Context: an optimization exercise on an open-source flow, tuned for small area, a short achievable clock period and few clock cycles. The choices shown serve that exercise and are no tape-out recipe.
No run shown here included a check of the RTL's function; only the layout flow was run.
No activity file was given, so power comes from the tool's default toggle rates.

### design.v
package sgd_pkg;
    localparam int NUM_BANKS     = 2;    
    localparam int BITS_PER_BANK = 8;    
    localparam int X_WIDTH       = 32;
    localparam int A_WORD_W      = NUM_BANKS * BITS_PER_BANK;
    localparam int X_WORD_W      = BITS_PER_BANK * X_WIDTH;
    localparam int CFG_W         = 32;
    localparam int DOT_W         = 32;
    localparam int X_ADDR_W      = 6;
    localparam int BIT_IDX_W     = 5;
    localparam int EPOCH_W       = 10;
    localparam int GROUP_W       = CFG_W - 1;   
    localparam int CREDIT_W      = 8;
    localparam int FRAC_BITS     = 4;
    localparam int ACC_WIDTH     = X_WIDTH + FRAC_BITS;
    localparam int STAGES        = 3;
endpackage
import sgd_pkg::*;
module word_reg (
    input  logic                              clk,
    input  logic                              accept,
    input  logic [sgd_pkg::BITS_PER_BANK-1:0] d,
    output logic [sgd_pkg::BITS_PER_BANK-1:0] q
);
    always_ff @(posedge clk)
        q <= accept ? d : '0;
endmodule
import sgd_pkg::*;
module dot_control (
    input  logic                          clk,
    input  logic                          rst_n,
    input  logic                          started,
    input  logic [sgd_pkg::CFG_W-1:0]     number_of_epochs,
    input  logic [sgd_pkg::CFG_W-1:0]     number_of_samples,
    input  logic [sgd_pkg::CFG_W-1:0]     dimension,
    input  logic [sgd_pkg::CFG_W-1:0]     number_of_bits,
    input  logic [sgd_pkg::CREDIT_W-1:0]  x_wr_credit_counter,
    input  logic                          wr_en,
    output logic                          almost_full,
    output logic                          accept,
    output logic [sgd_pkg::X_ADDR_W-1:0]  x_rd_addr,
    output logic [sgd_pkg::BIT_IDX_W-1:0] word_bit,     
    output logic                          word_first,   
    output logic                          word_last     
);
    logic                  running;
    logic                  busy;        
    logic [BIT_IDX_W-1:0]  bit_idx;
    logic [X_ADDR_W-1:0]   chunk_idx;
    logic [GROUP_W-1:0]    group_left;  
    logic [EPOCH_W-1:0]    epoch_left;  
    logic [CREDIT_W-1:0]   credit_idx;  
    logic [BIT_IDX_W-1:0]  bits_last;
    logic [X_ADDR_W-1:0]   chunks_last;
    logic [8:0]            dim_m1;
    logic                  last_bit;
    logic                  last_chunk;
    logic                  last_group;
    logic                  last_epoch;
    logic                  end_group;
    logic                  end_job;
    logic                  empty_job;
    logic [CREDIT_W-1:0]   credit_next;
    assign dim_m1    = dimension[8:0] - 1'b1;
    assign empty_job = (number_of_epochs[EPOCH_W-1:0] == '0) || (number_of_samples == '0);
    assign last_bit   = (bit_idx == bits_last);
    assign last_chunk = (chunk_idx == chunks_last);
    assign last_group = (group_left == GROUP_W'(1));
    assign last_epoch = (epoch_left == EPOCH_W'(1));
    assign accept    = wr_en && !almost_full;
    assign end_group = accept && last_bit && last_chunk;
    assign end_job   = end_group && last_group && last_epoch;
    assign credit_next = end_group ? credit_idx + 1'b1 : credit_idx;
    assign x_rd_addr  = chunk_idx;   
    assign word_bit   = bit_idx;
    assign word_first = (bit_idx == '0) && (chunk_idx == '0);
    assign word_last  = last_bit && last_chunk;
    always_ff @(posedge clk)
    begin
        if (!rst_n)
        begin
            busy        <= 1'b0;
            running     <= 1'b0;
            almost_full <= 1'b1;
            bit_idx     <= '0;
            chunk_idx   <= '0;
            group_left  <= '0;
            epoch_left  <= '0;
            credit_idx  <= '0;
        end
        else
        begin
            if (!busy)
            begin
                if (started)
                begin
                    busy        <= 1'b1;
                    bits_last   <= number_of_bits[BIT_IDX_W-1:0] - 1'b1;   
                    chunks_last <= dim_m1[8:3];
                    group_left  <= number_of_samples[CFG_W-1:1];
                    epoch_left  <= number_of_epochs[EPOCH_W-1:0];
                    running     <= !empty_job;
                    almost_full <= empty_job || (x_wr_credit_counter == '0);
                end
            end
            else
            begin
                almost_full <= !running || end_job || (x_wr_credit_counter == credit_next);
                if (end_job)
                    running <= 1'b0;
            end
            credit_idx <= credit_next;
            if (accept)
            begin
                bit_idx <= last_bit ? '0 : bit_idx + 1'b1;
                if (last_bit)
                begin
                    chunk_idx <= last_chunk ? '0 : chunk_idx + 1'b1;
                    if (last_chunk)
                    begin
                        group_left <= last_group ? number_of_samples[CFG_W-1:1] : group_left - 1'b1;
                        if (last_group)
                            epoch_left <= epoch_left - 1'b1;
                    end
                end
            end
        end
    end
endmodule
module full_adder (
    input  logic a,
    input  logic b,
    input  logic c,
    output logic s,
    output logic co
);
    assign s  = a ^ b ^ c;
    assign co = (a & b) | (a & c) | (b & c);
endmodule
import sgd_pkg::*;
module bank_accumulator (
    input  logic                              clk,
    input  logic                              accept,     
    input  logic [sgd_pkg::BITS_PER_BANK-1:0] a_data,     
    input  logic [sgd_pkg::X_WORD_W-1:0]      x_data,     
    input  logic [sgd_pkg::BIT_IDX_W-1:0]     bit_d,      
    input  logic                              first_d,    
    output logic [sgd_pkg::DOT_W-1:0]         dot_product
);
    localparam int W = X_WIDTH;
    localparam int SLICES = 4;            
    localparam int SLICE_W = W / SLICES;   
    logic [BITS_PER_BANK-1:0] a_bits [SLICES];
    logic [BIT_IDX_W-1:0]     sum_bit;     
    logic                     term_first;  
    logic [W-1:0] m_n [BITS_PER_BANK];
    logic [W-1:0] s1, k1, s2, k2, s3, k3, s4, k4, s5, k5, u, v;
    logic [W-1:0] u_q, v_q;
    logic [W-1:0] sum_n;
    logic [W-1:0] sum_n_q;
    logic signed [ACC_WIDTH-1:0] shifted;
    logic signed [ACC_WIDTH-1:0] term_q;
    logic signed [ACC_WIDTH-1:0] acc;
    for (genvar c = 0; c < SLICES; c++)
    begin : g_word
        word_reg u_word (
            .clk    (clk),
            .accept (accept),
            .d      (a_data),
            .q      (a_bits[c])
        );
    end
    always_comb
        for (int j = 0; j < BITS_PER_BANK; j++)
            for (int i = 0; i < W; i++)
                m_n[j][i] = ~(a_bits[i / SLICE_W][j] & x_data[j*W + i]);
    generate
        for (genvar i = 0; i < W - 1; i++)                                     
        begin : g_r1                                                            
            full_adder u_fa (.a(m_n[0][i]), .b(m_n[1][i]), .c(m_n[2][i]), .s(s1[i]), .co(k1[i+1])); 
        end                                                                     
        assign s1[W-1] = m_n[0][W-1] ^ m_n[1][W-1] ^ m_n[2][W-1];
        for (genvar i = 0; i < W - 1; i++)                                     
        begin : g_r2                                                            
            full_adder u_fa (.a(m_n[3][i]), .b(m_n[4][i]), .c(m_n[5][i]), .s(s2[i]), .co(k2[i+1])); 
        end                                                                     
        assign s2[W-1] = m_n[3][W-1] ^ m_n[4][W-1] ^ m_n[5][W-1];
        assign k1[0] = 1'b1;
        assign k2[0] = 1'b1;
        for (genvar i = 1; i < W - 1; i++)                                     
        begin : g_r3                                                            
            full_adder u_fa (.a(s1[i]), .b(k1[i]), .c(s2[i]), .s(s3[i]), .co(k3[i+1])); 
        end                                                                     
        assign s3[W-1] = s1[W-1] ^ k1[W-1] ^ s2[W-1];
        assign s3[0] = ~(s1[0] ^ s2[0]);
        assign k3[1] = s1[0] | s2[0];
        assign k3[0] = 1'b1;
        for (genvar i = 1; i < W - 1; i++)                                     
        begin : g_r4                                                            
            full_adder u_fa (.a(k2[i]), .b(m_n[6][i]), .c(m_n[7][i]), .s(s4[i]), .co(k4[i+1])); 
        end                                                                     
        assign s4[W-1] = k2[W-1] ^ m_n[6][W-1] ^ m_n[7][W-1];
        assign s4[0] = ~(m_n[6][0] ^ m_n[7][0]);
        assign k4[1] = m_n[6][0] | m_n[7][0];
        assign k4[0] = 1'b1;
        for (genvar i = 1; i < W - 1; i++)                                     
        begin : g_r5                                                            
            full_adder u_fa (.a(s3[i]), .b(k3[i]), .c(s4[i]), .s(s5[i]), .co(k5[i+1])); 
        end                                                                     
        assign s5[W-1] = s3[W-1] ^ k3[W-1] ^ s4[W-1];
        assign s5[0] = ~(s3[0] ^ s4[0]);
        assign k5[1] = s3[0] | s4[0];
        assign k5[0] = 1'b1;
        for (genvar i = 1; i < W - 1; i++)                                     
        begin : g_r6                                                            
            full_adder u_fa (.a(s5[i]), .b(k5[i]), .c(k4[i]), .s(u[i]), .co(v[i+1])); 
        end                                                                     
        assign u[W-1] = s5[W-1] ^ k5[W-1] ^ k4[W-1];
        assign u[0] = s5[0];
        assign v[1] = 1'b1;
        assign v[0] = 1'b1;
    endgenerate
    always_ff @(posedge clk)
    begin
        u_q <= u;
        v_q <= v;
    end
    assign sum_n = W'(({u_q, 1'b1} + {v_q, 1'b1}) >> 1);
    always_ff @(posedge clk)
    begin
        sum_n_q <= sum_n;
        sum_bit <= bit_d;
    end
    logic [ACC_WIDTH-1:0] sh [6];
    assign sh[0] = {~sum_n_q[W-1], ~sum_n_q, {(FRAC_BITS-1){1'b0}}};
    for (genvar k = 0; k < BIT_IDX_W; k++)
    begin : g_shift
        for (genvar i = 0; i < ACC_WIDTH; i++)
        begin : g_bit
            if (i + (1 << k) < ACC_WIDTH)
                assign sh[k+1][i] = sum_bit[k] ? sh[k][i + (1 << k)] : sh[k][i];
            else
                assign sh[k+1][i] = sum_bit[k] ? sh[k][ACC_WIDTH-1] : sh[k][i];
        end
    end
    assign shifted = sh[BIT_IDX_W];
    always_ff @(posedge clk)
    begin
        term_q     <= shifted;
        term_first <= first_d;
    end
    always_ff @(posedge clk)
        acc <= (term_first ? '0 : acc) + term_q;
    assign dot_product = acc[ACC_WIDTH-1 -: DOT_W];   
endmodule
import sgd_pkg::*;
module sgd_dot_product (
    input  logic                             clk,
    input  logic                             rst_n,
    input  logic                             started,
    input  logic [sgd_pkg::CFG_W-1:0]        number_of_epochs,
    input  logic [sgd_pkg::CFG_W-1:0]        number_of_samples,
    input  logic [sgd_pkg::CFG_W-1:0]        dimension,
    input  logic [sgd_pkg::CFG_W-1:0]        number_of_bits,
    input  logic [sgd_pkg::A_WORD_W-1:0]     dispatch_axb_a_data,
    input  logic                             dispatch_axb_a_wr_en,
    output logic                             dispatch_axb_a_almost_full,
    input  logic [sgd_pkg::CREDIT_W-1:0]     x_wr_credit_counter,
    output logic [sgd_pkg::X_ADDR_W-1:0]     x_rd_addr,
    input  logic [sgd_pkg::X_WORD_W-1:0]     x_rd_data,
    output logic [sgd_pkg::NUM_BANKS*sgd_pkg::DOT_W-1:0] dot_product,   
    output logic [sgd_pkg::NUM_BANKS-1:0]    dot_product_valid
);
    logic                  accept;
    logic [BIT_IDX_W-1:0]  word_bit;
    logic                  word_first;
    logic                  word_last;
    logic [BIT_IDX_W-1:0]  bit_q   [2];
    logic                  first_q [3];
    logic                  last_q  [STAGES+1];
    logic                  out_valid;
    dot_control u_ctrl (
        .clk                 (clk),
        .rst_n               (rst_n),
        .started             (started),
        .number_of_epochs    (number_of_epochs),
        .number_of_samples   (number_of_samples),
        .dimension           (dimension),
        .number_of_bits      (number_of_bits),
        .x_wr_credit_counter (x_wr_credit_counter),
        .wr_en               (dispatch_axb_a_wr_en),
        .almost_full         (dispatch_axb_a_almost_full),
        .accept              (accept),
        .x_rd_addr           (x_rd_addr),
        .word_bit            (word_bit),
        .word_first          (word_first),
        .word_last           (word_last)
    );
    always_ff @(posedge clk)
    begin
        bit_q[0] <= word_bit;
        bit_q[1] <= bit_q[0];
        if (!rst_n)
        begin
            for (int i = 0; i < 3; i++)
                first_q[i] <= 1'b0;
            for (int i = 0; i <= STAGES; i++)
                last_q[i] <= 1'b0;
            out_valid <= 1'b0;
        end
        else
        begin
            first_q[0] <= accept && word_first;
            last_q[0]  <= accept && word_last;
            for (int i = 1; i < 3; i++)
                first_q[i] <= first_q[i-1];
            for (int i = 1; i <= STAGES; i++)
                last_q[i] <= last_q[i-1];
            out_valid <= last_q[STAGES];   
        end
    end
    genvar b;
    generate
        for (b = 0; b < NUM_BANKS; b++)
        begin : g_bank
            bank_accumulator u_bank (
                .clk         (clk),
                .accept      (accept),
                .a_data      (dispatch_axb_a_data[b*BITS_PER_BANK +: BITS_PER_BANK]),
                .x_data      (x_rd_data),
                .bit_d       (bit_q[1]),
                .first_d     (first_q[2]),
                .dot_product (dot_product[b*DOT_W +: DOT_W])
            );
            assign dot_product_valid[b] = out_valid;
        end
    endgenerate
endmodule
### flow/run.sh
#!/bin/bash
# The standard layout (standard.sh, the standard flow's own ORFS flow), except that
# the port buffers are the plain sky130_fd_sc_hd__buf_1 rather than the
# buffer_ports default (a delay buffer); every port still gets one.
set -euo pipefail
echo 'export BUFFER_PORTS_ARGS = -buffer_cell sky130_fd_sc_hd__buf_1' >> config.mk
export BUFFER_PORTS_ARGS="-buffer_cell sky130_fd_sc_hd__buf_1"
cp standard.sh standard_sh.txt
bash standard.sh > standard.log 2>&1
### standard.sh
#!/bin/bash
# synth_recipe.tcl (not shown) runs the flow's synth.tcl, then flattens the netlist and writes it again
# the make line also repeats each setting of config.mk as NAME=value (left out here)
make -C /OpenROAD-flow-scripts/flow DESIGN_CONFIG=/design/flow/config.mk WORK_HOME=/design/flow/orfs CLKGATE_MAP_FILE= SYNTH_SCRIPT=/design/flow/synth_recipe.tcl "${@:-finish}"
### config.mk
export PLATFORM = sky130hd
export DESIGN_NAME = sgd_dot_product
export DESIGN_NICKNAME = sgd_dot_product
export VERILOG_FILES = /design/flow/design.v
export SDC_FILE = /design/flow/constraint.sdc
export NUM_CORES = 4
export LEC_CHECK = 0
export CAP_MARGIN = 20
export CORE_MARGIN = 2
export CORE_UTILIZATION = 50
export CTS_BUF_LIST = sky130_fd_sc_hd__clkbuf_8
export CTS_CLUSTER_SIZE = 30
export SETUP_SLACK_MARGIN = 1.75
export SLEW_MARGIN = 20
export SYNTH_HIERARCHICAL = 1
export SYNTH_MINIMUM_KEEP_SIZE = 0
export BUFFER_PORTS_ARGS = -buffer_cell sky130_fd_sc_hd__buf_1
### constraint.sdc
create_clock -name core_clock -period 5.0 [get_ports {clk}]
set_input_delay 1.0000 -clock core_clock [delete_from_list [all_inputs] [get_ports {clk}]]
set_output_delay 1.0000 -clock core_clock [all_outputs]
set_load 0.01 [all_outputs]
==> results.txt, run 1 <==
Seq/Total Area, Yosys=0.2938; Hold/Removal Path Class=flip-flop to flip-flop; status=finished clean; gr ovfl total=0; maximum clock path buffer count=3; Synth Register Bits=500; vias in the first global route=around 27000; number of remaining DRC errors=0; RSZ-0062 raised after global routing=no; Post-Syn Area=around 34000 um2; TritonCTS Sinks=500; H-tree levels=3; DRT iter0 DRCs=1914; hold_sp=g_bank[1].u_bank.u_q[0]$_DFF_P_; dpl cells=4725; Max Fclk=322.5 MHz; nets@finish=4864; Worst R2R Path Depth=13; CTS tree=built; layout cell share with drive strength beyond 1=0.07504; Final Hold Fails=0; PD cells=446.5 nW/um2; Hold WS=~300 ps; first-pass GRT wire length=148.1 mm; Hold Path Sink=g_bank[1].u_bank.sum_n_q[0]$_DFF_P_; count leader, synth=nand2_1; Ports=485; clk_skew=39.01 ps; Unique masters post-synth=92; Crit path required time=roughly 5500 ps; crit end category=flip-flop; Syn Inst Count=3646; Leak=12.79 nW; Final Instance Count excl. Fillers=4903; fill cell count=6320; worst hold stages=0; Final Critical Period=3101 ps; number of max-cap violations=0; Worst-Margin Slew=1065 ps; IO buf count=412; M1 wire length=roughly 42 mm; area delta synth->final=10.94%; setup violators final=0; metal2 WL=44.18 mm; Tcrit/Tclk final=0.6202; EDFF count, synth=11; drt pass-1 iters=5; most area-hungry cell type in the Yosys netlist=dfxtp_1; wire length on met3=6.219 mm; hpwl dp=76.11 mm; Slowest-stage cell, CP=a311o_1; Crit path arrival time=3610 ps; Crit Path Max Fanout=5; area of the multi-input gates=22970 um2; Final Max Tran Viols=0; area fraction of the dominant cell type after synthesis=0.2842; Largest delay share family, worst path=compound AO/OA/AOI/OAI gates; register area=10130 um2; Synth Flop Type=dfxtp_1; GRT Total Usage=0.2682; vias=26876; per-cell routed wire length=between 15 and 20 um; clock edge transition at the registers on the reported setup and hold paths=roughly 60 ps; relative slew slack=0.2892; CORE AREA=68350 um2; Initial Util=0.5040; reg2reg end=g_bank[0].u_bank.sum_n_q[28]$_DFF_P_; final setup TNS=0 ps; Peak VDD IR=0.2743 mV; Ys Warns=21; Die X=266.5 um; Worst path depth=13; largest net degree at the start of global routing=74; initial antenna violation count=22; global placer's final weighted congestion=approximately 0.97; fraction of registers with async set/reset=0; CP Cell Sequence=inv_1 -> ha_2 -> inv_1 -> fa_2 -> a21o_1 -> a21oi_4 -> o21ai_2 -> a311oi_2 -> o21ai_2 -> buf_4 -> o21ai_1 -> a31oi_1 -> a311o_1; DIE HEIGHT=266.5 um; reg-to-reg startpoint=g_bank[0].u_bank.u_q[2]$_DFF_P_; top cells by count, synth=nand2_1, dfxtp_1, fa_1; top sig layer=met5; syn_area_per_cell=9.447 um2; reg2reg setup slack=1900 ps; Num CTS Buffers=88; DIE AREA=about 71000 um2; WP buf/inv=3; critical path type=flip-flop to flip-flop; Via-to-Cell Ratio=5.482; CTS root buf=clkbuf_8; Critical Path Source Type=flip-flop; worst stage delay on the critical path=~500 ps; Area contributors post-synth=dfxtp_1, fa_1, nand2_1; Routed Antenna Nets=0; row cnt=96; WL final=95.06 mm; clock latency (worst-skew pair)=690 ps
-- cells in the final DEF (no fill, tap or decap), drive strengths merged, types with 18 or more instances in the layout --
| master | instances |
|---|---|
| mux4 | 42 |
| nor3 | 50 |
| ha | 144 |
| clkbuf | 110 |
| o21ai | 170 |
| nor2b | 96 |
| nand3 | 41 |
| and3 | 28 |
| a21oi | 152 |
| mux2i | 34 |
| nand4 | 23 |
| a211oi | 40 |
| a21o | 50 |
| dfxtp | 489 |
| nor2 | 207 |
| a31oi | 39 |
| xnor2 | 109 |
| clkinv | 18 |
| o21a | 40 |
| fa | 368 |
| buf | 432 |
| and2 | 84 |
| nor4 | 28 |
| nand2 | 759 |
| xor2 | 60 |
| nand2b | 31 |
| inv | 110 |
-- sequential cells by signal, indices dropped and copies added (netlist names), 31 cells and up --
register,flops
g_bank.u_bank.term_q,72
g_bank.u_bank.sum_n_q,64
g_bank.u_bank.u_q,64
g_bank.u_bank.g_word.u_word.q,64
g_bank.u_bank.acc,72
u_ctrl.group_left,31
g_bank.u_bank.v_q,60
-- Yosys stat by module (local to each module, per instance) --
module / copies in the design / cell area, um2 / cells / flops+latches
dot_control: 1 / 4389 / 550 / 74
word_reg: 8 / 210.2 / 16 / 8
bank_accumulator: 2 / 10330 / 1288 / 172
sgd_dot_product: 1 / 432.9 / 28 / 18
full_adder: 364 / 20.02 / 1 / 0
-- how the worst max path moves through the flow --
stage | startpoint | to | slack [ps]
CTS | g_bank[0].u_bank.u_q[2]$_DFF_P_ | g_bank[0].u_bank.sum_n_q[24]$_DFF_P_ | 1750
global placement | x_rd_data[30] | g_bank[1].u_bank.u_q[30]$_DFF_P_ | 1390
floorplan | x_rd_data[10] | g_bank[0].u_bank.u_q[10]$_DFF_P_ | 1820
detailed placement | x_rd_data[30] | g_bank[1].u_bank.u_q[30]$_DFF_P_ | 1380
global route | g_bank[1].u_bank.u_q[2]$_DFF_P_ | g_bank[1].u_bank.sum_n_q[24]$_DFF_P_ | 1770
finish | g_bank[0].u_bank.u_q[2]$_DFF_P_ | g_bank[0].u_bank.sum_n_q[28]$_DFF_P_ | 1900
-- metal layers --
metal	global-route usage	vias up
li1	-	12961
met1	0.3525	12876
met2	0.4372	822
met3	0.06163	195
met4	0.08958	22
met5	0	-
-- cell families (layout without fill, tap and decap cells) --
family | after synthesis | count (layout) | synth area share
other cells | 0 | 10 | 0
buf+inv | 313 | 678 | 0.04214
compound gates | 644 | 644 | 0.1249
flops | 500 | 500 | 0.2938
fa+ha+maj | 512 | 512 | 0.2662
xor+xnor | 169 | 169 | 0.04297
simple gates | 1419 | 1419 | 0.1884
mux | 89 | 89 | 0.04159
-- stage by stage --
step	instance area [um2]	power (mW)	setup WS, ps	util
6_report	38210	17.06	1899	0.5591
5_1_grt	38210	18.38	1773	0.5591
4_1_cts	38020	17.15	1755	0.5563
3_5_place_dp	36080	13.02	1379	0.5278
3_3_place_gp	36080	12.99	1386	0.5278
2_1_floorplan	34450	11.42	1816	-
-- timing repair --
action,4_1_cts,5_1_grt
hold buffers,0,0
cloned,0,1
endpoints found under the hold margin,0,0
pin swaps,3,7
buffers inserted,0,5
endpoints found under the setup margin,17,21
gates resized for setup,9,20
-- worst register-to-register path: stages (launching register included) --
cell,delay (ps)
dfxtp_1,300
inv_1,60
ha_2,180
inv_1,50
fa_2,350
a21o_1,200
a21oi_4,170
o21ai_2,100
a311oi_2,300
o21ai_2,160
buf_4,160
o21ai_1,180
a31oi_1,220
a311o_1,500
-- area by class of cell --
class,instances,area share
multi-input combinational,2833,0.6012
sequential,500,0.2652
timing repair buffer,433,0.04571
clock buffer,109,0.03926
tap,882,0.02888
clock inverter,52,0.01071
inverter,84,0.008382
antenna,10,0.0006549
-- where the power goes --
part / leakage (nW) / internal, mW / total (mW) / switching [mW]
combinational: 7.57 / 3.25 / 7.46 / 4.20
clock: 1.07 / 2.25 / 4.00 / 1.75
sequential: 4.15 / 4.99 / 5.60 / 0.610
==> run 2: changes to the inputs <==
--- a/design.v
+++ b/design.v
@@ -57,16 +57,16 @@
     logic                  last_chunk;
     logic                  last_group;
     logic                  last_epoch;
+    logic [BIT_IDX_W-1:0]  bit_inc;
+    logic [X_ADDR_W-1:0]   chunk_inc;
     logic                  end_group;
     logic                  end_job;
     logic                  empty_job;
     logic [CREDIT_W-1:0]   credit_next;
     assign dim_m1    = dimension[8:0] - 1'b1;
     assign empty_job = (number_of_epochs[EPOCH_W-1:0] == '0) || (number_of_samples == '0);
-    assign last_bit   = (bit_idx == bits_last);
-    assign last_chunk = (chunk_idx == chunks_last);
-    assign last_group = (group_left == GROUP_W'(1));
-    assign last_epoch = (epoch_left == EPOCH_W'(1));
+    assign bit_inc   = bit_idx + 1'b1;
+    assign chunk_inc = chunk_idx + 1'b1;
     assign accept    = wr_en && !almost_full;
     assign end_group = accept && last_bit && last_chunk;
     assign end_job   = end_group && last_group && last_epoch;
@@ -99,6 +99,10 @@
                     chunks_last <= dim_m1[8:3];
                     group_left  <= number_of_samples[CFG_W-1:1];
                     epoch_left  <= number_of_epochs[EPOCH_W-1:0];
+                    last_bit    <= (number_of_bits[BIT_IDX_W-1:0] == BIT_IDX_W'(1));
+                    last_chunk  <= (dim_m1[8:3] == '0);
+                    last_group  <= (number_of_samples[CFG_W-1:1] == GROUP_W'(1));
+                    last_epoch  <= (number_of_epochs[EPOCH_W-1:0] == EPOCH_W'(1));
                     running     <= !empty_job;
                     almost_full <= empty_job || (x_wr_credit_counter == '0);
                 end
@@ -112,15 +116,22 @@
             credit_idx <= credit_next;
             if (accept)
             begin
-                bit_idx <= last_bit ? '0 : bit_idx + 1'b1;
+                bit_idx  <= last_bit ? '0 : bit_inc;
+                last_bit <= last_bit ? (bits_last == '0) : (bit_inc == bits_last);
                 if (last_bit)
                 begin
-                    chunk_idx <= last_chunk ? '0 : chunk_idx + 1'b1;
+                    chunk_idx  <= last_chunk ? '0 : chunk_inc;
+                    last_chunk <= last_chunk ? (chunks_last == '0) : (chunk_inc == chunks_last);
                     if (last_chunk)
                     begin
                         group_left <= last_group ? number_of_samples[CFG_W-1:1] : group_left - 1'b1;
+                        last_group <= last_group ? (number_of_samples[CFG_W-1:1] == GROUP_W'(1))
+                                                 : (group_left == GROUP_W'(2));
                         if (last_group)
+                        begin
                             epoch_left <= epoch_left - 1'b1;
+                            last_epoch <= (epoch_left == EPOCH_W'(2));
+                        end
                     end
                 end
             end
==> results.txt, run 2 <==
clock latency (worst-skew pair)=700 ps; CORE AREA=68710 um2; gr ovfl total=0; fraction of registers with async set/reset=0; Routed Antenna Nets=0; clock power share=0.240; Synth Flop Type=dfxtp_1; sequential group share of total power=0.335; area delta synth->final=10.72%; Final Max Tran Viols=0; number of max-cap violations=0; critical path type=flip-flop to flip-flop; setup violators final=0; Num CTS Buffers=87; Leak=about 13 nW; IO buf count=412; register area=10250 um2; Crit path arrival time=roughly 3700 ps; CTS tree=built; Synth Register Bits=slightly above 500; maximum clock path buffer count=3; area of the multi-input gates=23130 um2; DRT iter0 DRCs=between 1500 and 2000; clock edge transition at the registers on the reported setup and hold paths=70 ps; compound-cell area share of the yosys netlist=0.1301; relative slew slack=0.3096; Initial Util=0.5055; Seq/Total Area, Yosys=0.2948; mux share of post-synthesis cell area=0.04028; Tcrit/Tclk final=0.6353; Ys Warns=21; Final Hold Fails=0; DIE HEIGHT=267.6 um; CTS root buf=clkbuf_8; Worst-Margin Slew=1034 ps; clk_skew=43.21 ps; global placer's final weighted congestion=~0.98; TritonCTS Sinks=about 500; initial antenna violation count=13; final setup TNS=0 ps; vias in the first global route=26978; final instance area=38460 um2; Tot Pwr=16.61 mW; count leader, synth=nand2_1; top cells by count, synth=nand2_1, dfxtp_1, fa_1; Adder-Cell Fraction of Synth Area=0.2644; WL final=between 90 and 100 mm; Cell Int Power=10.28 mW; status=finished clean; Cell Area, Placed=~36000 um2; Switching Fraction=0.3812; Post-Syn Area=34730 um2; Unique masters post-synth=94; Syn Inst Count=3666; largest net degree at the start of global routing=71; row cnt=between 90 and 100; RSZ-0062 raised after global routing=no; Hold/Removal Path Class=flip-flop to flip-flop; Crit path required time=around 5600 ps; number of remaining DRC errors=0; drt pass-1 iters=6; H-tree levels=3; DIE AREA=about 72000 um2; fin util=0.5597; first-pass GRT wire length=147.7 mm; Peak VDD IR=0.2484 mV; largest family of logic cells by synthesized area=adder cells; vias=about 27000; Area contributors post-synth=dfxtp_1, fa_1, nand2_1; per-cell routed wire length=between 15 and 20 um; crit end category=flip-flop; layout cell share with drive strength beyond 1=0.07100; fill cell count=around 6400; Crit Path Max Fanout=8; Die X=267.6 um; area share of and/or/nand/nor cells after synthesis=0.1839; nets@finish=4875; area fraction of the dominant cell type after synthesis=0.2819; Ports=slightly below 500; syn_area_per_cell=~9.5 um2; commonest non-fill, non-tap cell in the layout=nand2_1; EDFF count, synth=15; Via-to-Cell Ratio=between 5 and 6; Max Fclk=314.8 MHz; net load switching power=6.330 mW; largest registers=g_bank.u_bank.acc x72, g_bank.u_bank.term_q x72; PD cells=431.9 nW/um2; Critical Path Source Type=flip-flop; Comb pwr share=0.425; GRT Total Usage=0.2667; hpwl dp=75.88 mm; most frequent cells in the layout=nand2_1, dfxtp_1, buf_1; xor and xnor area share after synthesis=0.04503; Final Critical Period=about 3200 ps; most area-hungry cell type in the Yosys netlist=dfxtp_1
## run 2: logic make-up (layout without fill, tap and decap cells)
kind of cell / after synthesis / after routing
AND/OR/NAND/NOR: 1395 / 1395
AO/OA/AOI/OAI: 676 / 676
adder cells (fa/ha/maj): 513 / 513
flip-flops: 504 / 504
buffers and inverters: 315 / 663
XOR/XNOR: 177 / 177
multiplexers: 86 / 86
other: 0 / 10
## run 2: cell type report
class	instances	share of cell area
Clock buffer	109	0.03901
Multi-Input combinational cell	2847	0.6016
Timing Repair Buffer	433	0.04506
Tap cell	931	0.03029
Clock inverter	44	0.009208
Inverter	77	0.007516
Antenna cell	10	0.0006507
Sequential cell	504	0.2667
## run 2: path summary, 6_finish.rpt
path / startpoint / to / slack [ps] / depth (start not counted)
max: g_bank[1].u_bank.g_word[1].u_word.q[0]$_SDFF_PN0_ / g_bank[1].u_bank.u_q[11]$_DFF_P_ / 1820 / 5
min reg2reg: g_bank[1].u_bank.u_q[0]$_DFF_P_ / g_bank[1].u_bank.sum_n_q[0]$_DFF_P_ / 330 / 0
min: g_bank[1].u_bank.u_q[0]$_DFF_P_ / g_bank[1].u_bank.sum_n_q[0]$_DFF_P_ / 330 / 0
max reg2reg: g_bank[1].u_bank.g_word[1].u_word.q[0]$_SDFF_PN0_ / g_bank[1].u_bank.u_q[11]$_DFF_P_ / 1820 / 5
## run 2: per-module statistics from Yosys (local to each module, per instance)
module,flip-flops and latches,cell area (um2)
full_adder,0,20.02
dot_control,78,4677
sgd_dot_product,18,432.9
bank_accumulator,172,10330
word_reg,8,210.2
## run 2: per-stage QoR
stage | instances | hold WS, ps | worst slack, ps
after floorplan | 3666 | 309.6 | 1816
after global placement | 4785 | 313.2 | 1377
after detailed placement | 4785 | 319.0 | 1380
after CTS | 4938 | 336.4 | 1771
after global routing | 4952 | 338.8 | 1751
final | 4955 | 332.8 | 1824
## run 2: power groups by stage
stage / combinational (mW) / clock [mW] / sequential [mW]
floorplan: 5.74 / 0 / 5.36
CTS: 7.02 / 4.08 / 5.57
global route: 7.90 / 4.25 / 5.67
finish: 7.06 / 3.98 / 5.56
global placement: 6.96 / 0 / 5.63
detailed placement: 6.99 / 0 / 5.65
## run 2: critical path: stages (launching register included)
cell and delay (ps):
dfxtp_1 610, nand2_1 150, fa_1 540, fa_1 530, fa_1 520, fa_1 690
## run 2: metal layers
layer  GRT usage  share of wire
met1      0.3632           0.44
met2      0.4246           0.46
met3     0.05949          0.072
met4     0.08229          0.028
met5           0        0.00081
## run 2: timing repair
| item | 4_1_cts | 5_1_grt |
|---|---|---|
| setup endpoints to repair | 23 | 17 |
| hold buffers | 0 | 0 |
| setup buffers | 0 | 7 |
| pin swaps | 0 | 4 |
| gates resized for setup | 7 | 13 |
==> run 3: changes to the inputs <==
--- a/config.mk
+++ b/config.mk
@@ -10,7 +10,7 @@
 export CORE_UTILIZATION = 50
 export CTS_BUF_LIST = sky130_fd_sc_hd__clkbuf_8
 export CTS_CLUSTER_SIZE = 30
-export SETUP_SLACK_MARGIN = 1.75
+export SETUP_SLACK_MARGIN = 2.0
 export SLEW_MARGIN = 20
 export SYNTH_HIERARCHICAL = 1
 export SYNTH_MINIMUM_KEEP_SIZE = 0
==> results.txt, run 3 <==
Critical Path Source Type=flip-flop; status=finished clean; CTS tree=built; crit-path most repeated cell=o21ai_2; clock edge transition at the registers on the reported setup and hold paths=60 ps; Slowest-stage cell, CP=or4_4; CTS root buf=clkbuf_8; Syn Inst Count=between 3000 and 4000; Hold/Removal Path Class=flip-flop to flip-flop; setup violators final=0; Unique masters post-synth=94; nets@finish=4897; per-cell routed wire length=between 15 and 20 um; Switching Fraction=0.3787; row cnt=96; clock latency (worst-skew pair)=roughly 690 ps; count leader, synth=nand2_1; TritonCTS Sinks=504; PD cells=between 400 and 500 nW/um2; Crit path required time=5540 ps; WL final=95.47 mm; Cell Int Power=10.67 mW; clk_skew=just under 30 ps; maximum clock path buffer count=3; Max Fclk=about 340 MHz; critical path type=flip-flop to flip-flop; area delta synth->final=13.68%; Synth Flop Type=dfxtp_1; hpwl dp=~76 mm; H-tree levels=3; Final Hold Fails=0; Final Instance Count excl. Fillers=4976; vias in the first global route=27135; WP buf/inv=2; top cells by count, synth=nand2_1, dfxtp_1, fa_1; CP Cell Sequence=inv_1 -> ha_2 -> inv_2 -> fa_2 -> a21o_1 -> a21oi_2 -> o21ai_2 -> a311oi_2 -> o21ai_2 -> o21ai_2 -> a31oi_4 -> mux2i_1 -> or4_4; number of max-cap violations=0; fin util=0.5746; RSZ-0062 raised after global routing=yes; Via-to-Cell Ratio=5.465; Die X=267.6 um; crit end category=flip-flop; largest net degree at the start of global routing=71; drt pass-1 iters=7; Routed Antenna Nets=0; Area contributors post-synth=dfxtp_1, fa_1, nand2_1; layout cell share with drive strength beyond 1=0.1168; Worst-Margin Slew=~1000 ps; Tcrit/Tclk final=0.5918; initial antenna violation count=3; most frequent cells in the layout=nand2_1, dfxtp_1, buf_1; area fraction of the dominant cell type after synthesis=0.2819; first-pass GRT wire length=about 150 mm; relative slew slack=0.3026; worst stage delay on the critical path=530 ps; IO buf count=between 400 and 500; Seq/Total Area, Yosys=0.2948; CTS Hold Bufs=0; CORE AREA=68710 um2; DIE AREA=71590 um2; Comb pwr share=0.427; Hold WS=324.9 ps; Post-Syn Area=34730 um2; EDFF count, synth=15; Ys Warns=21; Crit path arrival time=3500 ps; global placer's final weighted congestion=0.9096; fraction of registers with async set/reset=0; final setup TNS=0 ps; DIE HEIGHT=267.6 um; vias=27193; Final Max Tran Viols=0; net load switching power=6.502 mW; most area-hungry cell type in the Yosys netlist=dfxtp_1; Initial Util=0.5055; largest registers=g_bank.u_bank.acc x72, g_bank.u_bank.term_q x72; sequential group share of total power=0.325; clock power share=0.248; commonest non-fill, non-tap cell in the layout=nand2_1; DRT iter0 DRCs=1893; syn_area_per_cell=between 9 and 10 um2; Final Critical Period=2959 ps; number of remaining DRC errors=0; dpl cells=4786; gr ovfl total=0; GRT Total Usage=0.2668; Largest delay share family, worst path=compound AO/OA/AOI/OAI gates; Crit Path Max Fanout=3; Leak=around 13 nW; Peak VDD IR=between 0.2 and 0.3 mV; Num CTS Buffers=89; Synth Register Bits=504; Ports=between 400 and 500
## run 3: cell families after synthesis
family / count (synthesis) / synth area share
compound gates: 676 / 0.1301
xor+xnor: 177 / 0.04503
fa+ha+maj: 513 / 0.2644
buf+inv: 315 / 0.04150
flops: 504 / 0.2948
mux: 86 / 0.04028
simple gates: 1395 / 0.1839
## run 3: final cells by class
cell class,count,area [um2]
well taps,931,1165
repair buffers,453,1881
diodes,3,7.507
clock buffers,106,1459
fillers,6330,29220
multi-input cells,2847,23860
flip-flops and latches,504,10270
inverters,77,289.0
clock inverters,55,549.3
## run 3: timing repair
action                     in CTS  in global routing
buffers inserted               12                 13
setup endpoints to repair      91                 47
resized for setup              29                 44
hold endpoints to repair        0                  0
pin swaps                      12                 22
## run 3: worst register-to-register path, delay by kind of cell (launching register included)
| family | cells | cell delay, ps |
|---|---|---|
| compound gates | 7 | 1210 |
| fa+ha+maj | 2 | 530 |
| simple gates | 1 | 530 |
| flops | 1 | 290 |
| mux | 1 | 150 |
| buf+inv | 2 | 100 |
## run 3: power by group through the flow
stage / clock [mW] / combinational [mW] / sequential [mW]
final: 4.26 / 7.32 / 5.59
after global routing: 4.55 / 8.16 / 5.69
after CTS: 4.38 / 7.08 / 5.59
after detailed placement: 0 / 6.98 / 5.66
after global placement: 0 / 6.94 / 5.66
after floorplan: 0 / 5.73 / 5.36
## run 3: path summary, 6_finish.rpt
check / startpoint / endpoint / slack [ps] / depth (start not counted)
worst max-delay path: g_bank[0].u_bank.u_q[2]$_DFF_P_ / g_bank[0].u_bank.sum_n_q[24]$_DFF_P_ / 2040 / 13
worst min-delay path: g_bank[0].u_bank.u_q[0]$_DFF_P_ / g_bank[0].u_bank.sum_n_q[0]$_DFF_P_ / 320 / 0
worst max register to register: g_bank[0].u_bank.u_q[2]$_DFF_P_ / g_bank[0].u_bank.sum_n_q[24]$_DFF_P_ / 2040 / 13
worst min register to register: g_bank[0].u_bank.u_q[0]$_DFF_P_ / g_bank[0].u_bank.sum_n_q[0]$_DFF_P_ / 320 / 0
## run 3: modules after synthesis (local to each module, per instance)
module,times used,flip-flops and latches,cell area (um2),cells
bank_accumulator,2,172,10330,1288
dot_control,1,78,4677,570
sgd_dot_product,1,18,432.9,28
word_reg,8,8,210.2,16
full_adder,364,0,20.02,1
## run 3: per-stage QoR
step / cell area, um2 / power (mW) / setup WS (ps)
final: 39480 / 17.17 / 2041
after global routing: 39480 / 18.40 / 1926
after CTS: 39170 / 17.05 / 2003
after detailed placement: 36970 / 12.64 / 1393
after global placement: 36970 / 12.60 / 1412
after floorplan: 35290 / 11.08 / 1850
## run 3: metal layers
layer  GRT usage  up-vias  wire [um]
met5           0        -         13
met4     0.08410        2       3009
met3     0.05195      168       5621
met2      0.4337      828      44350
met1      0.3597    13107      42480
li1            -    13088          -
==> run 4: changes to the inputs <==
--- a/config.mk
+++ b/config.mk
@@ -10,7 +10,7 @@
 export CORE_UTILIZATION = 50
 export CTS_BUF_LIST = sky130_fd_sc_hd__clkbuf_8
 export CTS_CLUSTER_SIZE = 30
-export SETUP_SLACK_MARGIN = 2.0
+export SETUP_SLACK_MARGIN = 2.5
 export SLEW_MARGIN = 20
 export SYNTH_HIERARCHICAL = 1
 export SYNTH_MINIMUM_KEEP_SIZE = 0
==> results.txt, run 4 <==
Leak=~15 nW; nets@finish=approximately 5000; Slowest-stage cell, CP=or4_1; per-cell routed wire length=around 20 um; Largest delay share family, worst path=compound AO/OA/AOI/OAI gates; Place WS=1422 ps; status=finished clean; dpl cells=4781; Tcrit/Tclk final=0.6054; Final Instance Count excl. Fillers=5159; CORE AREA=68710 um2; Max Fclk=330.4 MHz; Synth Flop Type=dfxtp_1; largest registers=g_bank.u_bank.acc x72, g_bank.u_bank.term_q x72; global placer's final weighted congestion=between 0.9 and 1; gr ovfl total=0; Crit path required time=5530 ps; vias in the first global route=28561; Post-Syn Area=34730 um2; Peak VDD IR=approximately 0.30 mV; most frequent cells in the layout=nand2_1, dfxtp_1, buf_1; Adder-Cell Fraction of Synth Area=0.2644; largest family of logic cells by synthesized area=adder cells; clock edge transition at the registers on the reported setup and hold paths=60 ps; Syn Inst Count=3666; mux share of post-synthesis cell area=0.04028; CP Cell Sequence=inv_2 -> ha_4 -> inv_2 -> fa_2 -> a21o_1 -> a21oi_4 -> o21ai_4 -> a311oi_2 -> o21ai_2 -> o21ai_2 -> a31oi_4 -> mux2i_1 -> or4_1; most area-hungry cell type in the Yosys netlist=dfxtp_1; first-pass GRT wire length=about 150 mm; xor and xnor area share after synthesis=0.04503; critical path type=flip-flop to flip-flop; Worst-Margin Slew=1088 ps; relative slew slack=0.2738; area fraction of the dominant cell type after synthesis=0.2819; number of max-cap violations=0; area of the multi-input gates=approximately 26000 um2; sequential group share of total power=0.293; Comb pwr share=0.488; final setup TNS=0 ps; crit end category=flip-flop; setup violators final=0; Final Critical Period=3027 ps; Unique masters post-synth=94; initial antenna violation count=5; Crit Path Max Fanout=5; syn_area_per_cell=9.474 um2; H-tree levels=3; layout cell share with drive strength beyond 1=0.2544; hpwl dp=75.30 mm; CTS root buf=clkbuf_8; Synth Register Bits=approximately 500; CTS tree=built; EDFF count, synth=15; IO buf count=412; Routed Antenna Nets=0; net load switching power=7.312 mW; WP buf/inv=2; Via-to-Cell Ratio=5.516; Crit path arrival time=3560 ps; Final Hold Fails=0; count leader, synth=nand2_1; DRT iter0 DRCs=roughly 1800; compound-cell area share of the yosys netlist=0.1301; area delta synth->final=24.99%; Ports=485; clock latency (worst-skew pair)=about 700 ps; Cell Area, Placed=37140 um2; clk_skew=51.44 ps; area share of and/or/nand/nor cells after synthesis=0.1839; Final Max Tran Viols=0; drt pass-1 iters=5; WL final=101.3 mm; PnR worst setup slack=1973 ps; CTS Hold Bufs=0; register area=10450 um2; Tot Pwr=about 19 mW; number of remaining DRC errors=0; Initial Util=0.5055; vias=28458; TritonCTS Sinks=around 500; fraction of registers with async set/reset=0; row cnt=96; DIE AREA=71590 um2; clock power share=0.219; Switching Fraction=0.3830; fill cell count=~6000; Die X=between 200 and 300 um; Area contributors post-synth=dfxtp_1, fa_1, nand2_1; RSZ-0062 raised after global routing=yes; largest net degree at the start of global routing=between 70 and 80; DIE HEIGHT=267.6 um; Cell Int Power=11.78 mW; GRT Total Usage=0.2781; commonest non-fill, non-tap cell in the layout=nand2_1; maximum clock path buffer count=3; Critical Path Source Type=flip-flop; Hold/Removal Path Class=flip-flop to flip-flop; Num CTS Buffers=89; worst stage delay on the critical path=530 ps; top cells by count, synth=nand2_1, dfxtp_1, fa_1; Seq/Total Area, Yosys=0.2948; final instance area=between 40000 and 50000 um2; PD cells=between 400 and 500 nW/um2; Ys Warns=21
[run 4: changes by cell type in the layout (fill, tap and decap cells not counted), moves of 32 or more]
cell	change
fa_1	-92
nand2_2	+70
buf_6	+65
dfxtp_4	+51
dfxtp_1	-35
nand2_1	-111
buf_1	-55
buf_4	+87
nand2_4	+32
fa_2	+92
[run 4: stage by stage]
step	hold slack, ps	utilization
after floorplan	309.6	-
after CTS	324.1	0.6069
after global placement	314.2	0.5405
final	325.1	0.6318
after global routing	333.9	0.6317
after detailed placement	315.0	0.5405
[run 4: worst paths after layout]
| kind | startpoint | slack, ps | cells past startpoint | to |
|---|---|---|---|---|
| setup / recovery | g_bank[0].u_bank.v_q[2]$_DFF_P_ | 1970 | 13 | g_bank[0].u_bank.sum_n_q[24]$_DFF_P_ |
| hold / removal | bit_q[0][2]$_DFF_P_ | 330 | 0 | bit_q[1][2]$_DFF_P_ |
| setup reg to reg | g_bank[0].u_bank.v_q[2]$_DFF_P_ | 1970 | 13 | g_bank[0].u_bank.sum_n_q[24]$_DFF_P_ |
| hold reg to reg | bit_q[0][2]$_DFF_P_ | 330 | 0 | bit_q[1][2]$_DFF_P_ |
[run 4: modules after synthesis (local to each module, per instance)]
module	area, um2	copies in the design	flops+latches
bank_accumulator	10330	2	172
dot_control	4677	1	78
sgd_dot_product	432.9	1	18
word_reg	210.2	8	8
full_adder	20.02	364	0
[run 4: layout make-up]
class,count,area share
clock inverters,53,0.01107
clock buffers,109,0.03456
multi-input cells,2847,0.5903
inverters,77,0.006744
repair buffers,631,0.08949
diodes,7,0.0004035
well taps,931,0.02683
flip-flops and latches,504,0.2406
[run 4: what timing repair did]
item | CTS | global route
gates cloned | 2 | 1
setup endpoints to repair | 230 | 203
buffers inserted | 133 | 73
pin swaps | 230 | 220
gates resized for setup | 411 | 266
[run 4: power by group through the flow]
stage / clock network [mW] / registers, mW / logic (mW)
detailed placement: 0 / 5.66 / 7.00
CTS: 4.29 / 5.58 / 8.17
global route: 4.47 / 5.69 / 10.2
global placement: 0 / 5.65 / 6.97
finish: 4.18 / 5.59 / 9.32
floorplan: 0 / 5.36 / 5.75
[run 4: kinds of logic after synthesis]
family,count (synthesis)
simple gates,1395
compound gates,676
fa+ha+maj,513
flops,504
buf+inv,315
xor+xnor,177
mux,86
[run 4: per-layer routing]
metal	up-vias	share of wire	global-route usage
met5	-	0.00018	0.0006930
met4	2	0.030	0.08863
met3	195	0.061	0.05452
met2	919	0.47	0.4531
met1	13902	0.43	0.3736
li1	13440	-	-
==> run 5: changes to the inputs <==
--- a/config.mk
+++ b/config.mk
@@ -10,7 +10,7 @@
 export CORE_UTILIZATION = 50
 export CTS_BUF_LIST = sky130_fd_sc_hd__clkbuf_8
 export CTS_CLUSTER_SIZE = 30
-export SETUP_SLACK_MARGIN = 2.5
+export SETUP_SLACK_MARGIN = 2.25
 export SLEW_MARGIN = 20
 export SYNTH_HIERARCHICAL = 1
 export SYNTH_MINIMUM_KEEP_SIZE = 0
==> results.txt, run 5 <==
GRT Total Usage=0.2701; CTS root buf=clkbuf_8; Hold Path Sink=g_bank[0].u_bank.sum_n_q[0]$_DFF_P_; Crit path arrival time=3470 ps; clock latency (worst-skew pair)=690 ps; layout cell share with drive strength beyond 1=0.1925; clk_skew=25.76 ps; reg-to-reg startpoint=g_bank[0].u_bank.u_q[2]$_DFF_P_; drt pass-1 iters=5; Leak=14.15 nW; syn_area_per_cell=9.474 um2; number of remaining DRC errors=0; Unique masters post-synth=94; fin util=0.6045; status=finished clean; Via-to-Cell Ratio=5.467; row cnt=96; largest registers=g_bank.u_bank.acc x72, g_bank.u_bank.term_q x72; hpwl dp=~76 mm; top sig layer=met5; relative slew slack=0.2984; Worst R2R Path Depth=13; Max Fclk=340.0 MHz; Crit path required time=between 5000 and 6000 ps; wire length on met3=5.928 mm; nets@finish=4998; PD cells=437.1 nW/um2; Area contributors post-synth=dfxtp_1, fa_1, nand2_1; clock edge transition at the registers on the reported setup and hold paths=60 ps; Critical Path Source Type=flip-flop; DIE AREA=71590 um2; Crit Path Max Fanout=3; Final Hold Fails=0; Worst-Margin Slew=1051 ps; maximum clock path buffer count=3; metal2 WL=45.56 mm; CTS Hold Bufs=0; final setup TNS=0 ps; RSZ-0062 raised after global routing=yes; Hold/Removal Path Class=flip-flop to flip-flop; CORE AREA=68710 um2; reg2reg setup slack=2060 ps; per-cell routed wire length=19.31 um; hold_sp=g_bank[0].u_bank.u_q[0]$_DFF_P_; number of max-cap violations=0; vias in the first global route=27656; IO buf count=412; Routed Antenna Nets=0; setup violators final=0; global placer's final weighted congestion=between 0.9 and 1; top cells by count, synth=nand2_1, dfxtp_1, fa_1; first-pass GRT wire length=149.8 mm; TritonCTS Sinks=504; Num CTS Buffers=89; crit end category=flip-flop; Tcrit/Tclk final=0.5883; gr ovfl total=0; fraction of registers with async set/reset=0; M1 wire length=43.40 mm; vias=27769; Final Max Tran Viols=0; most area-hungry cell type in the Yosys netlist=dfxtp_1; most frequent cells in the layout=nand2_1, dfxtp_1, buf_1; area fraction of the dominant cell type after synthesis=0.2819; worst hold stages=0; Final Critical Period=2941 ps; Syn Inst Count=3666; Seq/Total Area, Yosys=0.2948; reg2reg end=g_bank[0].u_bank.sum_n_q[24]$_DFF_P_; EDFF count, synth=15; area delta synth->final=19.59%; critical path type=flip-flop to flip-flop; Peak VDD IR=0.2589 mV; WL final=98.06 mm; largest net degree at the start of global routing=71; Ys Warns=21; Ports=485; DIE HEIGHT=267.6 um; Tot Pwr=18.16 mW; commonest non-fill, non-tap cell in the layout=nand2_1; Place WS=1441 ps; H-tree levels=3; CTS tree=built; Die X=267.6 um; PnR worst setup slack=2059 ps; Synth Flop Type=dfxtp_1; Initial Util=0.5055; Post-Syn Area=34730 um2; count leader, synth=nand2_1; Synth Register Bits=504; initial antenna violation count=5; DRT iter0 DRCs=around 1900
run 5: cell counts after synthesis:
Identical to the previous run, type by type.
run 5: layer usage:
layer | up-vias | global-route usage
li1 | 13283 | -
met1 | 13415 | 0.3685
met2 | 867 | 0.4352
met3 | 200 | 0.05177
met4 | 4 | 0.08380
met5 | - | 0
run 5: how the worst max path moves through the flow:
stage	cells past startpoint	slack (ps)	end	startpoint
5_1_grt	13	1920	g_bank[0].u_bank.sum_n_q[24]$_DFF_P_	g_bank[0].u_bank.u_q[2]$_DFF_P_
4_1_cts	13	2070	g_bank[1].u_bank.sum_n_q[24]$_DFF_P_	g_bank[1].u_bank.v_q[2]$_DFF_P_
6_report	13	2060	g_bank[0].u_bank.sum_n_q[24]$_DFF_P_	g_bank[0].u_bank.u_q[2]$_DFF_P_
2_1_floorplan	5	1850	g_bank[0].u_bank.u_q[18]$_DFF_P_	x_rd_data[18]
3_3_place_gp	6	1450	g_bank[1].u_bank.u_q[13]$_DFF_P_	x_rd_data[173]
3_5_place_dp	6	1440	g_bank[1].u_bank.u_q[13]$_DFF_P_	x_rd_data[173]
run 5: cells by family after synthesis:
| kind of cell | Yosys count | synth area share |
|---|---|---|
| flip-flops | 504 | 0.2948 |
| multiplexers | 86 | 0.04028 |
| adder cells (fa/ha/maj) | 513 | 0.2644 |
| buffers and inverters | 315 | 0.04150 |
| AO/OA/AOI/OAI | 676 | 0.1301 |
| AND/OR/NAND/NOR | 1395 | 0.1839 |
| XOR/XNOR | 177 | 0.04503 |
run 5: layout make-up:
cell class	instances	area (um2)
Antenna cell	2	5.005
Clock buffer	117	1610
Clock inverter	47	392.9
Fill cell	6069	27170
Inverter	77	292.8
Multi-Input combinational cell	2847	24690
Sequential cell	504	10440
Tap cell	931	1165
Timing Repair Buffer	554	2940
run 5: power by group:
group | internal [mW] | total (mW) | leakage, nW | switching [mW]
clock | 2.42 | 4.19 | 1.09 | 1.77
combinational | 3.85 | 8.39 | 8.84 | 4.54
sequential | 4.97 | 5.58 | 4.22 | 0.608
run 5: timing repair:
item,4_1_cts,5_1_grt
setup endpoints to repair,161,112
gates resized for setup,142,223
buffers inserted,74,56
pin swaps,54,161
gates cloned,0,1
run 5: critical path, stage by stage (launching register included):
cell,delay [ps]
dfxtp_2,320
inv_2,60
ha_4,130
inv_2,30
fa_2,340
a21o_1,180
a21oi_2,170
o21ai_2,120
a311oi_2,310
o21ai_2,140
o21ai_2,220
a31oi_4,120
mux2i_1,130
or4_1,530
run 5: Yosys stat by module, one instance, submodules excluded:
module            flip-flops and latches  area, um2
bank_accumulator                     172      10330
dot_control                           78       4677
full_adder                             0      20.02
sgd_dot_product                       18      432.9
word_reg                               8      210.2
run 5: stage by stage:
| step | instance area, um2 | std cells | hold slack, ps |
|---|---|---|---|
| 3_3_place_gp | 37130 | 4782 | 314.3 |
| 2_1_floorplan | 35510 | 3666 | 309.6 |
| 3_5_place_dp | 37130 | 4782 | 317.9 |
| 4_1_cts | 40210 | 5020 | 319.0 |
| 6_report | 41540 | 5079 | 322.9 |
| 5_1_grt | 41540 | 5079 | 330.7 |
==> run 6: changes to the inputs <==
--- a/design.v
+++ b/design.v
@@ -148,6 +148,119 @@
     assign s  = a ^ b ^ c;
     assign co = (a & b) | (a & c) | (b & c);
 endmodule
+module ks_adder #(
+    parameter int N   = 32,
+    parameter bit CIN = 1'b0
+) (
+    input  logic [N-1:0] a,
+    input  logic [N-1:0] b,
+    output logic [N-1:0] sum
+);
+    localparam int L = $clog2(N);
+    function automatic int last_level(input int l, input int i);
+        last_level = 0;
+        while (last_level < l && i >= (1 << last_level))
+            last_level = last_level + 1;
+    endfunction
+    logic [N-1:0] g [L+1];
+    logic [N-1:0] p [L+1];
+    logic [N-1:0] p0;
+    assign p0   = a ^ b;
+    assign p[0] = p0;
+    assign g[0] = CIN ? {a[N-1:1] & b[N-1:1], a[0] | b[0]} : (a & b);
+    for (genvar l = 1; l <= L; l++)
+    begin : g_level
+        localparam int D = 1 << (l - 1);
+        for (genvar i = 0; i < N; i++)
+        begin : g_node
+            if (i < D)
+            begin : g_pass
+                assign g[l][i] = g[l-1][i];
+                assign p[l][i] = p[l-1][i];
+            end
+            else
+            begin : g_comb
+                localparam bit PART_INV = last_level(l - 1, i - D) % 2;
+                localparam bit WANT_INV = (l - 1) % 2;
+                logic gj;
+                if (PART_INV == WANT_INV)
+                begin : g_same
+                    assign gj = g[l-1][i-D];
+                end
+                else
+                begin : g_flip
+                    assign gj = ~g[l-1][i-D];
+                end
+                if (l % 2 == 1)
+                begin : g_odd
+                    ks_gen_n u_g (.gi(g[l-1][i]), .pi(p[l-1][i]), .gj(gj), .gn(g[l][i]));
+                    if (i >= 2 * D)
+                    begin : g_p
+                        ks_prop_n u_p (.pi(p[l-1][i]), .pj(p[l-1][i-D]), .pn(p[l][i]));
+                    end
+                    else
+                    begin : g_nop
+                        assign p[l][i] = 1'b0;   
+                    end
+                end
+                else
+                begin : g_even
+                    ks_gen u_g (.gni(g[l-1][i]), .pni(p[l-1][i]), .gnj(gj), .g(g[l][i]));
+                    if (i >= 2 * D)
+                    begin : g_p
+                        ks_prop u_p (.pni(p[l-1][i]), .pnj(p[l-1][i-D]), .p(p[l][i]));
+                    end
+                    else
+                    begin : g_nop
+                        assign p[l][i] = 1'b0;
+                    end
+                end
+            end
+        end
+    end
+    assign sum[0] = p0[0] ^ CIN;
+    for (genvar i = 1; i < N; i++)
+    begin : g_sum
+        if (last_level(L, i - 1) % 2 == 1)
+        begin : g_inv
+            assign sum[i] = ~(p0[i] ^ g[L][i-1]);
+        end
+        else
+        begin : g_true
+            assign sum[i] = p0[i] ^ g[L][i-1];
+        end
+    end
+endmodule
+module ks_gen_n (
+    input  logic gi,
+    input  logic pi,
+    input  logic gj,
+    output logic gn
+);
+    assign gn = ~(gi | (pi & gj));
+endmodule
+module ks_prop_n (
+    input  logic pi,
+    input  logic pj,
+    output logic pn
+);
+    assign pn = ~(pi & pj);
+endmodule
+module ks_gen (
+    input  logic gni,
+    input  logic pni,
+    input  logic gnj,
+    output logic g
+);
+    assign g = ~(gni & (pni | gnj));
+endmodule
+module ks_prop (
+    input  logic pni,
+    input  logic pnj,
+    output logic p
+);
+    assign p = ~(pni | pnj);
+endmodule
 import sgd_pkg::*;
 module bank_accumulator (
     input  logic                              clk,
@@ -166,7 +279,7 @@
     logic                     term_first;  
     logic [W-1:0] m_n [BITS_PER_BANK];
     logic [W-1:0] s1, k1, s2, k2, s3, k3, s4, k4, s5, k5, u, v;
-    logic [W-1:0] u_q, v_q;
+    logic [W-1:0] s5_q, k5_q, k4_q;
     logic [W-1:0] sum_n;
     logic [W-1:0] sum_n_q;
     logic signed [ACC_WIDTH-1:0] shifted;
@@ -222,21 +335,24 @@
         assign s5[0] = ~(s3[0] ^ s4[0]);
         assign k5[1] = s3[0] | s4[0];
         assign k5[0] = 1'b1;
+    endgenerate
+    always_ff @(posedge clk)
+    begin
+        s5_q <= s5;
+        k5_q <= k5;
+        k4_q <= k4;
+    end
+    generate
         for (genvar i = 1; i < W - 1; i++)                                     
         begin : g_r6                                                            
-            full_adder u_fa (.a(s5[i]), .b(k5[i]), .c(k4[i]), .s(u[i]), .co(v[i+1])); 
+            full_adder u_fa (.a(s5_q[i]), .b(k5_q[i]), .c(k4_q[i]), .s(u[i]), .co(v[i+1])); 
         end                                                                     
-        assign u[W-1] = s5[W-1] ^ k5[W-1] ^ k4[W-1];
-        assign u[0] = s5[0];
+        assign u[W-1] = s5_q[W-1] ^ k5_q[W-1] ^ k4_q[W-1];
+        assign u[0] = s5_q[0];
         assign v[1] = 1'b1;
         assign v[0] = 1'b1;
     endgenerate
-    always_ff @(posedge clk)
-    begin
-        u_q <= u;
-        v_q <= v;
-    end
-    assign sum_n = W'(({u_q, 1'b1} + {v_q, 1'b1}) >> 1);
+    ks_adder #(.N(W), .CIN(1'b1)) u_sum (.a(u), .b(v), .sum(sum_n));
     always_ff @(posedge clk)
     begin
         sum_n_q <= sum_n;
@@ -260,8 +376,12 @@
         term_q     <= shifted;
         term_first <= first_d;
     end
+    logic [ACC_WIDTH-1:0] acc_in;
+    logic [ACC_WIDTH-1:0] acc_sum;
+    assign acc_in = term_first ? '0 : acc;
+    ks_adder #(.N(ACC_WIDTH), .CIN(1'b0)) u_acc (.a(acc_in), .b(term_q), .sum(acc_sum));
     always_ff @(posedge clk)
-        acc <= (term_first ? '0 : acc) + term_q;
+        acc <= acc_sum;
     assign dot_product = acc[ACC_WIDTH-1 -: DOT_W];   
 endmodule
 import sgd_pkg::*;
--- a/config.mk
+++ b/config.mk
@@ -10,7 +10,7 @@
 export CORE_UTILIZATION = 50
 export CTS_BUF_LIST = sky130_fd_sc_hd__clkbuf_8
 export CTS_CLUSTER_SIZE = 30
-export SETUP_SLACK_MARGIN = 2.25
+export SETUP_SLACK_MARGIN = 2.75
 export SLEW_MARGIN = 20
 export SYNTH_HIERARCHICAL = 1
 export SYNTH_MINIMUM_KEEP_SIZE = 0
==> results.txt, run 6 <==
vias in the first global route=32397; RSZ-0062 raised after global routing=yes; CP Cell Sequence=fa_2 -> ha_4 -> a21oi_4 -> o21ai_4 -> a21oi_4 -> o21ai_2 -> a21oi_2 -> xnor3_1; Largest delay share family, worst path=adder cells; relative slew slack=0.4404; area of the multi-input gates=29220 um2; count leader, synth=nand2_1; Peak VDD IR=0.2830 mV; largest registers=g_bank.u_bank.acc x72, g_bank.u_bank.term_q x72; maximum clock path buffer count=3; fill cell count=6669; number of max-cap violations=0; area delta synth->final=22.46%; WL final=between 100 and 150 mm; Slowest-stage cell, CP=fa_2; Die X=284.0 um; Num CTS Buffers=97; Via-to-Cell Ratio=5.663; gr ovfl total=0; Crit path arrival time=2960 ps; CTS root buf=clkbuf_8; setup violators final=0; clk_skew=30.75 ps; first-pass GRT wire length=185.6 mm; layout cell share with drive strength beyond 1=0.3218; row cnt=102; per-cell routed wire length=21.96 um; number of remaining DRC errors=0; DIE HEIGHT=284.0 um; Syn Inst Count=4084; clock latency (worst-skew pair)=720 ps; Max Fclk=421.0 MHz; WP buf/inv=0; Seq/Total Area, Yosys=0.2940; vias=about 32000; fraction of registers with async set/reset=0; largest net degree at the start of global routing=74; DIE AREA=80640 um2; register area=11780 um2; Final Max Tran Viols=0; Worst-Margin Slew=818.2 ps; top cells by count, synth=nand2_1, dfxtp_1, fa_1; crit end category=flip-flop; Initial Util=0.5059; Tcrit/Tclk final=0.4751; Hold/Removal Path Class=flip-flop to flip-flop; PD cells=around 470 nW/um2; crit-path most repeated cell=a21oi_4; worst stage delay on the critical path=660 ps; commonest non-fill, non-tap cell in the layout=nand2_1; Routed Antenna Nets=0; syn_area_per_cell=9.597 um2; Hold WS=around 330 ps; initial antenna violation count=22; IO buf count=412; most area-hungry cell type in the Yosys netlist=dfxtp_1; Area contributors post-synth=dfxtp_1, fa_1, nand2_1; hpwl dp=approximately 97 mm; Critical Path Source Type=flip-flop; Unique masters post-synth=70; DRT iter0 DRCs=2159; Final Hold Fails=0; Leak=15.51 nW; CORE AREA=77470 um2; Synth Flop Type=dfxtp_1; H-tree levels=3; CTS Hold Bufs=0; Synth Register Bits=about 570; Ys Warns=31; nets@finish=5482; drt pass-1 iters=5; EDFF count, synth=15; most frequent cells in the layout=nand2_1, dfxtp_1, buf_1; TritonCTS Sinks=568; clock edge transition at the registers on the reported setup and hold paths=70 ps; global placer's final weighted congestion=0.9627; final setup TNS=0 ps; Crit Path Max Fanout=4; GRT Total Usage=0.2973; CTS tree=built; Crit path required time=5580 ps; Post-Syn Area=slightly below 40000 um2; Ports=485; status=finished clean; critical path type=flip-flop to flip-flop; area fraction of the dominant cell type after synthesis=0.2825; Final Critical Period=approximately 2400 ps
[run 6: worst paths after layout]
path                                          from                              endpoint  slack [ps]  cells past startpoint
setup / recovery  g_bank[1].u_bank.s5_q[2]$_DFF_P_  g_bank[1].u_bank.sum_n_q[31]$_DFF_P_        2620                      8
hold reg to reg                bit_q[0][4]$_DFF_P_                   bit_q[1][4]$_DFF_P_         330                      0
hold / removal                 bit_q[0][4]$_DFF_P_                   bit_q[1][4]$_DFF_P_         330                      0
setup reg to reg  g_bank[1].u_bank.s5_q[2]$_DFF_P_  g_bank[1].u_bank.sum_n_q[31]$_DFF_P_        2620                      8
[run 6: area by class of cell]
cell class | count | area share
tap | 1040 | 0.02711
clock inverter | 52 | 0.007430
timing repair buffer | 587 | 0.06817
sequential | 568 | 0.2455
antenna | 9 | 0.0004693
timing repair inverter | 1 | 0.0001825
inverter | 88 | 0.007664
multi-input combinational | 3210 | 0.6087
clock buffer | 121 | 0.03470
[run 6: per-module statistics from Yosys, one instance, submodules excluded, excerpt]
module | cells inside | flip-flops and latches | cell area [um2]
ks_prop | 1 | 0 | 3.754
sgd_dot_product | 28 | 18 | 432.9
word_reg | 16 | 8 | 210.2
ks_prop_n | 1 | 0 | 3.754
bank_accumulator | 855 | 204 | 8248
dot_control | 590 | 78 | 4785
ks_gen | 1 | 0 | 5.005
full_adder | 1 | 0 | 20.02
ks_gen_n | 1 | 0 | 8.758
[run 6: metal layers]
| layer | global-route usage | part of all wire | vias up |
|---|---|---|---|
| met5 | 0 | 0.0015 | - |
| met4 | 0.09263 | 0.036 | 26 |
| met3 | 0.05812 | 0.070 | 277 |
| met2 | 0.4913 | 0.47 | 1266 |
| met1 | 0.3943 | 0.42 | 15709 |
| li1 | - | - | 14863 |
[run 6: worst register-to-register path, cell delays in order, from the launching register on]
cell     delay (ps)
dfxtp_2         320
fa_2            660
ha_4            250
a21oi_4         210
o21ai_4         100
a21oi_4         170
o21ai_2          90
a21oi_2         160
xnor3_1         280
[run 6: power breakdown]
group | switching (mW) | internal (mW)
registers | 0.849 | 5.61
logic | 6.72 | 4.89
clock network | 1.96 | 2.35
total | 9.53 | 12.8
[run 6: timing repair]
action                     CTS  global route
resized for setup          421           364
setup buffers               69            83
cloned                       2             5
pin swaps                   57           197
setup endpoints to repair  366           161
[run 6: metrics by stage]
stage	area [um2]	cells	total power, mW	utilization	setup WS, ps
2_1_floorplan	40000	4086	13.64	-	2333
3_3_place_gp	41760	5335	16.04	0.5391	1748
3_5_place_dp	41760	5335	16.07	0.5391	1725
4_1_cts	45840	5579	21.21	0.5918	2555
5_1_grt	47980	5671	23.71	0.6194	2582
6_report	47990	5676	22.37	0.6196	2625
[run 6: cells by family after synthesis]
kind of cell             share of synthesized area
AO/OA/AOI/OAI                               0.1484
multiplexers                               0.07266
adder cells (fa/ha/maj)                     0.2348
flip-flops                                  0.2940
XOR/XNOR                                   0.04910
AND/OR/NAND/NOR                             0.1614
other                                    0.0001916
buffers and inverters                      0.03955

afterwards: timing with drivers on the ports:
In the flow no input, the clock included, has a driving cell. The finished layouts below were timed again as built, in two steps.
Step 1 assumes that a clkbuf_16 drives the clock port and a buf_2 every other input.
Step 2 also shifts input and output timing later by t, the mid clock arrival at the registers, as if the neighbouring blocks saw the same clock.
a / b / c = no drivers / after step 1 / after step 2; a / b = the first two.
run | t, ns | setup WS [ns] | worst setup path after step 2 | worst register clock-pin slew, ns | pins driven straight from the clock port
run 1 | 0.740 | 1.899 / 1.899 / 1.359 | input to register | 0.06 / 0.06 | 1
run 2 | 0.740 | 1.824 / 1.824 / 1.364 | input to register | 0.07 / 0.07 | 1
run 3 | 0.743 | 2.041 / 2.041 / 1.484 | input to register | 0.07 / 0.07 | 1
run 4 | 0.744 | 1.973 / 1.973 / 1.463 | input to register | 0.07 / 0.07 | 1
run 5 | 0.736 | 2.059 / 2.059 / 1.525 | input to register | 0.07 / 0.07 | 1
run 6 | 0.778 | 2.625 / 2.625 / 1.972 | input to register | 0.07 / 0.07 | 1
After both steps setup and hold are still met in every run listed. For run 6, which loses most, drivers alone change the setup slack by 0.000 ns; drivers and shift together by -0.653 ns.
